This design comes from an exercise in tuning for small area on the open sky130 flow, not from production work.
In this exercise RTL edits were held to simulation tests only and were not proved equivalent to the original.
Power and IR drop assume default switching activity.

==> 03-05: inputs <==
==> flow/design.v <==
package mesh_pkg;
  localparam int ROWS   = 26;
  localparam int COLS   = 18;
  localparam int THRESH = 5;
  localparam int CELLS  = ROWS * COLS;
  function automatic int cell_index(input int r, input int c, input int cols);
    cell_index = r * cols + c;
  endfunction
  function automatic int west_of(input int k, input int cols);
    int r;
    int c;
    r = k / cols;
    c = k % cols;
    west_of = r * cols + ((c + cols - 1) % cols);
  endfunction
  function automatic int north_of(input int k, input int rows, input int cols);
    int r;
    int c;
    r = k / cols;
    c = k % cols;
    north_of = ((r + rows - 1) % rows) * cols + c;
  endfunction
endpackage
module mesh_cell (
  input  logic [1:0] i_own,
  input  logic [1:0] i_west,
  input  logic [1:0] i_north,
  output logic       o_flag_n
);
  logic w_p_n;
  logic w_q_n;
  mesh_ao32_n u_p (
    .i_a0 (i_own[0]), .i_a1 (i_west[0]), .i_a2 (i_north[0]),
    .i_b0 (i_west[1]), .i_b1 (i_north[1]),
    .o_y_n (w_p_n)
  );
  mesh_oa32_n u_q (
    .i_a0 (i_own[0]), .i_a1 (i_west[0]), .i_a2 (i_north[0]),
    .i_b0 (i_west[1]), .i_b1 (i_north[1]),
    .o_y_n (w_q_n)
  );
  mesh_maj_n u_maj (
    .i_p_n (w_p_n),
    .i_q_n (w_q_n),
    .i_c   (i_own[1]),
    .o_y_n (o_flag_n)
  );
endmodule
module mesh_ao32_n (
  input  logic i_a0, i_a1, i_a2, i_b0, i_b1,
  output logic o_y_n
);
  assign o_y_n = ~((i_a0 & i_a1 & i_a2) | (i_b0 & i_b1));
endmodule
module mesh_oa32_n (
  input  logic i_a0, i_a1, i_a2, i_b0, i_b1,
  output logic o_y_n
);
  assign o_y_n = ~((i_a0 | i_a1 | i_a2) & (i_b0 | i_b1));
endmodule
module mesh_maj_n (
  input  logic i_p_n, i_q_n, i_c,
  output logic o_y_n
);
  assign o_y_n = ~((~i_p_n & ~i_q_n) | (i_c & ~(i_p_n & i_q_n)));
endmodule
module mesh_or2 (
  input  logic i_a, i_b,
  output logic o_y
);
  assign o_y = i_a | i_b;
endmodule
module twobit_26x18_mesh #(
  parameter int ROWS   = mesh_pkg::ROWS,
  parameter int COLS   = mesh_pkg::COLS,
  parameter int THRESH = mesh_pkg::THRESH
) (
  input  logic                       clk,
  input  logic                       rst,
  input  logic [2*ROWS*COLS-1:0]     inp,
  output logic [ROWS*COLS-1:0]       out
);
  localparam int NCELLS = ROWS * COLS;
  logic [NCELLS-1:0][1:0] w_in;
  logic [NCELLS-1:0]      w_flags_n;
  logic [NCELLS-1:0]      r_flag_n_q;   
  logic [NCELLS-1:0]      r_out_q;
  logic                   r_rst_q;
  logic                   w_clr;
  assign w_in = inp;
  genvar gi, gj;
  generate
    for (gi = 0; gi < ROWS; gi++) begin : g_row
      for (gj = 0; gj < COLS; gj++) begin : g_col
        localparam int K  = mesh_pkg::cell_index(gi, gj, COLS);
        localparam int KW = mesh_pkg::west_of(K, COLS);
        localparam int KN = mesh_pkg::north_of(K, ROWS, COLS);
        mesh_cell u_cell (
          .i_own    (w_in[K]),
          .i_west   (w_in[KW]),
          .i_north  (w_in[KN]),
          .o_flag_n (w_flags_n[K])
        );
      end
    end
  endgenerate
  mesh_or2 u_clr (
    .i_a (rst),
    .i_b (r_rst_q),
    .o_y (w_clr)
  );
  always_ff @(posedge clk) begin
    r_rst_q    <= rst;
    r_flag_n_q <= w_flags_n;
    r_out_q    <= ~(r_flag_n_q | {NCELLS{w_clr}});
  end
  assign out = r_out_q;
endmodule
==> flow/flow/run.sh <==
#!/bin/bash
# Own layout flow: the standard ORFS flow, with these changes.
#  1. Synthesis is synth_recipe.tcl unchanged except that ABC maps each module
#     for area with a plain "map -a" (flow/abc_map.script), so the small gate
#     modules of the RTL each become the one cell they describe.
#  2. The port buffers that ORFS inserts are the smallest buffer, buf_1.
#  3. The clock tree uses small clock buffers and no dummy loads.
#  4. IO pins may sit one routing track apart, so the die can be smaller.
# Each tool's full output goes to a log file of its own in this folder.
set -euo pipefail
W=$(pwd)
RES=$W/orfs/results/$FLOW_PLATFORM/twobit_26x18_mesh/base

cat > $W/own_synth.tcl <<EOT
proc abc {args} {
  set i [lsearch -exact \$args -script]
  if {\$i >= 0} { set args [lreplace \$args \$i [expr {\$i + 1}]] }
  set i [lsearch -exact \$args -D]
  if {\$i >= 0} { set args [lreplace \$args \$i [expr {\$i + 1}]] }
  yosys abc -script $W/flow/abc_map.script {*}\$args
}
source $W/synth_recipe.tcl
EOT

MK=(make -C "$FLOW_HOME" DESIGN_CONFIG="$W/config.mk" WORK_HOME="$W/orfs" CLKGATE_MAP_FILE=
    SYNTH_SCRIPT="$W/own_synth.tcl"
    "BUFFER_PORTS_ARGS=-buffer_cell sky130_fd_sc_hd__buf_1"
    "PLACE_PINS_ARGS=-min_distance 1 -min_distance_in_tracks"
    "CTS_ARGS=-sink_clustering_enable -repair_clock_nets -dont_use_dummy_load -buf_list {sky130_fd_sc_hd__clkbuf_8} -sink_clustering_size 16 -sink_clustering_max_diameter 50")

"${MK[@]}" synth > "$W/synth.log" 2>&1
"${MK[@]}" finish > "$W/layout.log" 2>&1

: # left out here: write the final layout as DEF
==> flow/flow/abc_map.script <==
strash
map -a
topo
stime -c
==> flow/standard.sh <==
#!/bin/bash
# synth_recipe.tcl (not shown) runs the flow's synth.tcl, then flattens the netlist and writes it again
# the make line also repeats each setting of config.mk as NAME=value (left out here)
make -C /OpenROAD-flow-scripts/flow DESIGN_CONFIG=/design/flow/config.mk WORK_HOME=/design/flow/orfs CLKGATE_MAP_FILE= SYNTH_SCRIPT=/design/flow/synth_recipe.tcl "${@:-finish}"
==> flow/config.mk <==
export PLATFORM = sky130hd
export DESIGN_NAME = twobit_26x18_mesh
export DESIGN_NICKNAME = twobit_26x18_mesh
export VERILOG_FILES = /design/flow/design.v
export SDC_FILE = /design/flow/constraint.sdc
export NUM_CORES = 4
export LEC_CHECK = 0
export CAP_MARGIN = 20
export CORE_AREA = 5 5 230 230
export DIE_AREA = 0 0 235 235
export SLEW_MARGIN = 20
export SYNTH_HIERARCHICAL = 1
==> flow/constraint.sdc <==
create_clock -name core_clock -period 4.0 [get_ports {clk}]
set_input_delay 0.8000 -clock core_clock [delete_from_list [all_inputs] [get_ports {clk}]]
set_output_delay 0.8000 -clock core_clock [all_outputs]
set_load 0.01 [all_outputs]
==> 07-04: changes against 03-05 <==
--- a/flow/flow/run.sh
+++ b/flow/flow/run.sh
@@ -1,3 +1,3 @@
 #!/bin/bash
-# Own layout flow: the standard ORFS flow, with these changes.
+# Own layout flow: the standard ORFS flow, with two changes.
 #  1. Synthesis is synth_recipe.tcl unchanged except that ABC maps each module
@@ -7,3 +7,2 @@
 #  3. The clock tree uses small clock buffers and no dummy loads.
-#  4. IO pins may sit one routing track apart, so the die can be smaller.
 # Each tool's full output goes to a log file of its own in this folder.
@@ -27,3 +26,2 @@
     "BUFFER_PORTS_ARGS=-buffer_cell sky130_fd_sc_hd__buf_1"
-    "PLACE_PINS_ARGS=-min_distance 1 -min_distance_in_tracks"
     "CTS_ARGS=-sink_clustering_enable -repair_clock_nets -dont_use_dummy_load -buf_list {sky130_fd_sc_hd__clkbuf_8} -sink_clustering_size 16 -sink_clustering_max_diameter 50")
--- a/flow/config.mk
+++ b/flow/config.mk
@@ -8,4 +8,4 @@
 export CAP_MARGIN = 20
-export CORE_AREA = 5 5 230 230
-export DIE_AREA = 0 0 235 235
+export CORE_AREA = 5 5 395 395
+export DIE_AREA = 0 0 400 400
 export SLEW_MARGIN = 20
==> comparison table <==
item	03-05	07-04
Status	no timing/DRC/antenna violations	no timing/DRC/antenna violations
Overall die height	235 µm	400 µm
Later-pin clock latency in the skew report	0.68 ns	0.84 ns
Overall power after layout	18.1 mW	19.8 mW
End of the worst register-to-register path	r_out_q[277]	r_out_q[433]
Area of placed instances	40800 µm²	42600 µm²
Utilization after layout	83.7%	29.2%
Core Rows	82	143
Final std cells w/o fill	6003	7348
Reg power frac	57.3%	53.1%
Slack of the worst reg-to-reg path	2.37 ns	2.08 ns
Type of the worst min-delay path	input port to flip-flop	flip-flop to flip-flop
Number of buffers added to fix hold violations after cts	0	1
Crit path capture	out[235]	out[211]
Combinational-cell power consumption	3.20 mW	3.48 mW
Cell count after placement	5828	7197

==> afterwards: timing with drivers on the ports <==
The results above use ideal ports. As a check the final layouts listed here were re-extracted and re-timed, cells and wires unchanged.
Step 1 (the two cells are an assumption about what drives the block):
set clk [get_ports {clk}]
set_driving_cell -lib_cell sky130_fd_sc_hd__clkbuf_16 $clk
set_driving_cell -lib_cell sky130_fd_sc_hd__buf_2 [delete_from_list [all_inputs] $clk]
Step 2 adds t to the input delays and takes it off the output delays; t is the mean of the earliest and latest rising clock arrival at the registers after step 1. Input paths then give back, and output paths get back, about the clock's delay inside the block.
Three values: ideal, step 1, step 2; two values: the first two.
run	t (ns)	setup WS [ns]	hold WS [ns]	worst setup path after step 2	latest minus earliest clock arrival (ns)
03-05	0.727	1.675 / 1.613 / 1.774	0.257 / 0.217 / 0.350	input to register	0.039 / 0.040
07-04	0.866	1.418 / 1.342 / 0.965	0.247 / 0.219 / 0.247	input to register	0.181 / 0.182
After both steps setup and hold are still met in every run listed. For 07-04, which loses most, drivers alone change the setup slack by -0.076 ns; drivers and shift together by -0.453 ns.
